What follows belongs to an exercise in optimizing a design on an open flow for small area and a short achievable clock period; a production flow would make more cautious choices. Only simulation tests tie the RTL to the original design; equivalence was not proved. No activity file was given, so power comes from the tool's default toggle rates.

## v34
==> flow/design.v (excerpt) <==
module copad_top (
    input  logic                                                  clock,
    input  logic                                                  rst_n,
    input  logic                                                  bx_strobe,
    input  copad_match_pkg::cluster_vec_t                         a_vpf,
    input  copad_geom_pkg::roll_t [copad_geom_pkg::N_CLUSTERS-1:0] a_roll,
    input  copad_geom_pkg::pad_t  [copad_geom_pkg::N_CLUSTERS-1:0] a_pad,
    input  copad_geom_pkg::cnt_t  [copad_geom_pkg::N_CLUSTERS-1:0] a_cnt,
    input  copad_match_pkg::cluster_vec_t                         b_vpf,
    input  copad_geom_pkg::roll_t [copad_geom_pkg::N_CLUSTERS-1:0] b_roll,
    input  copad_geom_pkg::pad_t  [copad_geom_pkg::N_CLUSTERS-1:0] b_pad,
    input  copad_geom_pkg::cnt_t  [copad_geom_pkg::N_CLUSTERS-1:0] b_cnt,
    input  logic                                                  match_neighbor_pad,
    input  copad_match_pkg::delta_t                               match_delta_pad,
    input  logic                                                  match_neighbor_roll,
    output logic                                                  result_strobe,
    output copad_match_pkg::cluster_vec_t                         match,
    output copad_match_pkg::cluster_vec_t                         match_upper,
    output copad_match_pkg::cluster_vec_t                         match_lower,
    output logic                                                  any_match
);
Size in the first run: about 360 flip-flops, about 36,000 µm² of cells after synthesis.
Settings: LEC_CHECK=0, CAP_MARGIN=20, CELL_PAD_IN_SITES_DETAIL_PLACEMENT=1, CELL_PAD_IN_SITES_GLOBAL_PLACEMENT=1, CORE_MARGIN=2, CORE_UTILIZATION=40, PLACE_DENSITY=0.5, SETUP_SLACK_MARGIN=2.0, SLEW_MARGIN=20; clock period 5.5 ns.
standard.sh (not shown) runs the stock make flow with config.mk's settings and CLKGATE_MAP_FILE= SYNTH_SCRIPT=/design/flow/synth_recipe.tcl, a recipe that flattens the netlist after the stock synthesis.
==> flow/flow/run.sh <==
#!/bin/bash
# Layout with the standard flow, except that synthesis maps the logic
# with an area-oriented ABC script. Synthesis is otherwise the standard flow's own
# (synth_recipe.tcl, same passes, same registers).
set -euo pipefail
here=$(pwd)

# ABC script: area-oriented mapping
cp flow/abc_area_map.script "$here/abc_area_map.script"

# synth_recipe.tcl with the ABC script swapped; yosys -import keeps
# commands already defined, so this proc replaces abc in synth.tcl
cat > my_synth.tcl <<EOF
proc abc {args} {
  set i [lsearch -exact \$args -script]
  if {\$i >= 0} { lset args [expr {\$i + 1}] $here/abc_area_map.script }
  puts "abc run with: \$args"
  yosys abc {*}\$args
}
EOF
cat synth_recipe.tcl >> my_synth.tcl

# the make command standard.sh runs, with the synthesis script replaced
mk=$(grep '^make ' standard.sh | sed "s#SYNTH_SCRIPT=[^ ]*#SYNTH_SCRIPT=$here/my_synth.tcl#; s#\"\${@:-finish}\"#synth#")
eval "$mk" > synth_make.log 2>&1

# the rest of the layout, from the netlist above, with the smallest
# buffer on every port
BUFFER_PORTS_ARGS="-buffer_cell sky130_fd_sc_hd__buf_1" bash standard.sh > standard.log 2>&1
==> flow/flow/abc_area_map.script <==
strash
dch -f
map -a
amap
topo
The flow ended early for v34: it failed with a tool error in global routing.
> inputs changed (v34 -> v19)
- putting TNS_END_PERCENT at 20 where nothing was set
==> summary.txt <==
v19: GRT-0232 in global routing -> run aborted
In the reports for v19 and v34, the smaller pre-CTS worst setup slack belongs to v19.
Summary of v19 over v34: floorplan die width has remained practically unchanged; number of cells in the design after placement went down 47; post-placement cell area decreased by about 1.3% relative to the old numbers.
## Diff of input files: v14 against v19
- CELL_PAD_IN_SITES_DETAIL_PLACEMENT: 1 -> unset
- PLACE_DENSITY: 0.5 -> 0.45
- CELL_PAD_IN_SITES_GLOBAL_PLACEMENT: 1 -> unset
- CORE_UTILIZATION: 40 -> 30
### Flow results
v14: full flow OK, the timing, DRC and antenna checks passed
v19: it failed during global routing, and the tool reported GRT-0232.
Setup slack at placement for v14: 0.26 ns up relative to v19
v14 ends up with a placed wire-length estimate after detailed placement that is 24,000 µm higher than in v19.
Lower starting utilization of the core area goes to v14 over v19.
v14 vs. v19: number of core rows +15%, final weighted congestion in routability-driven placement shrank by 0.057.
#### Input delta (v47 over v14)
- changing CORE_UTILIZATION from 30 to 22
- changing PLACE_DENSITY from 0.45 to 0.35
-- flow/flow/run.sh --
<<< v14, line 27
# the rest of the layout, from the netlist above, with the smallest
# buffer on every port
BUFFER_PORTS_ARGS="-buffer_cell sky130_fd_sc_hd__buf_1" bash standard.sh > standard.log 2>&1
>>> v47, line 27
# the rest of the layout, from the netlist above, with the smallest
# buffer on every port, and global routing that keeps more of met1 and
# met2 free for the detailed router
export BUFFER_PORTS_ARGS="-buffer_cell sky130_fd_sc_hd__buf_1"
export FASTROUTE_TCL="$here/flow/fastroute.tcl"
bash standard.sh > standard.log 2>&1
==> flow/flow/fastroute.tcl (new file) <==
# sky130hd global routing layers, with more capacity held back on met1 and
# met2 so that global routing moves wires up to the emptier met3 and met4
set_global_routing_layer_adjustment $::env(MIN_ROUTING_LAYER)-$::env(MAX_ROUTING_LAYER) 0.2
set_global_routing_layer_adjustment met1 0.45
set_global_routing_layer_adjustment met2 0.35

set_routing_layers -clock $::env(MIN_CLK_ROUTING_LAYER)-$::env(MAX_ROUTING_LAYER)
set_routing_layers -signal $::env(MIN_ROUTING_LAYER)-$::env(MAX_ROUTING_LAYER)
[summary]
v47 vs. v14: area of the die went up; die outline width increased by about 17% relative to the old numbers. Final cell area: v47 above v14. Between v47 and v14, it is v47 whose sequential group share of total power is lower, by 2.7 points. From v14 to v47 the numbers moved as follows: post-layout worst setup margin higher; power in the clock group higher; vertical die dimension higher; number of cell instances on the worst register-to-register path lower; number of distinct library cell variants in the gate-level netlist after synthesis roughly the same. v47: total power is about 12% higher than what v14 reported. Of the two values seen for end point of the critical path, u_window.win_start_c[62] was produced by v47 and u_window.win_start_c[5] by v14. Compared with v14, v47 shows count of non-CTS buffers in the layout that has gone up by more than 10%.

static timing again, ports no longer ideal:
In the flow no input, the clock included, has a driving cell. The finished layouts below were timed again as built, in two steps. Step 1 (the two cells are an assumption about what drives the block):
set clk [get_ports {clock}]
set_driving_cell -lib_cell sky130_fd_sc_hd__clkbuf_16 $clk
set_driving_cell -lib_cell sky130_fd_sc_hd__buf_2 [delete_from_list [all_inputs] $clk]
Step 2 also shifts input and output timing later by t, the mid clock arrival at the registers, as if the neighbouring blocks saw the same clock. Three values: ideal ports, drivers, drivers and shift; two values: the first two.
| run | t, ns | slack for setup (ns) | cell pins on the clock port's net |
|---|---|---|---|
| v14 | 0.661 | 1.606 / 1.623 / 0.962 | 1 |
| v47 | 0.746 | 1.708 / 1.741 / 0.995 | 1 |
After both steps setup and hold are still met in every run listed. The setup slack of v47, which loses most, moves by +0.033 ns with the drivers and by -0.713 ns with both steps.
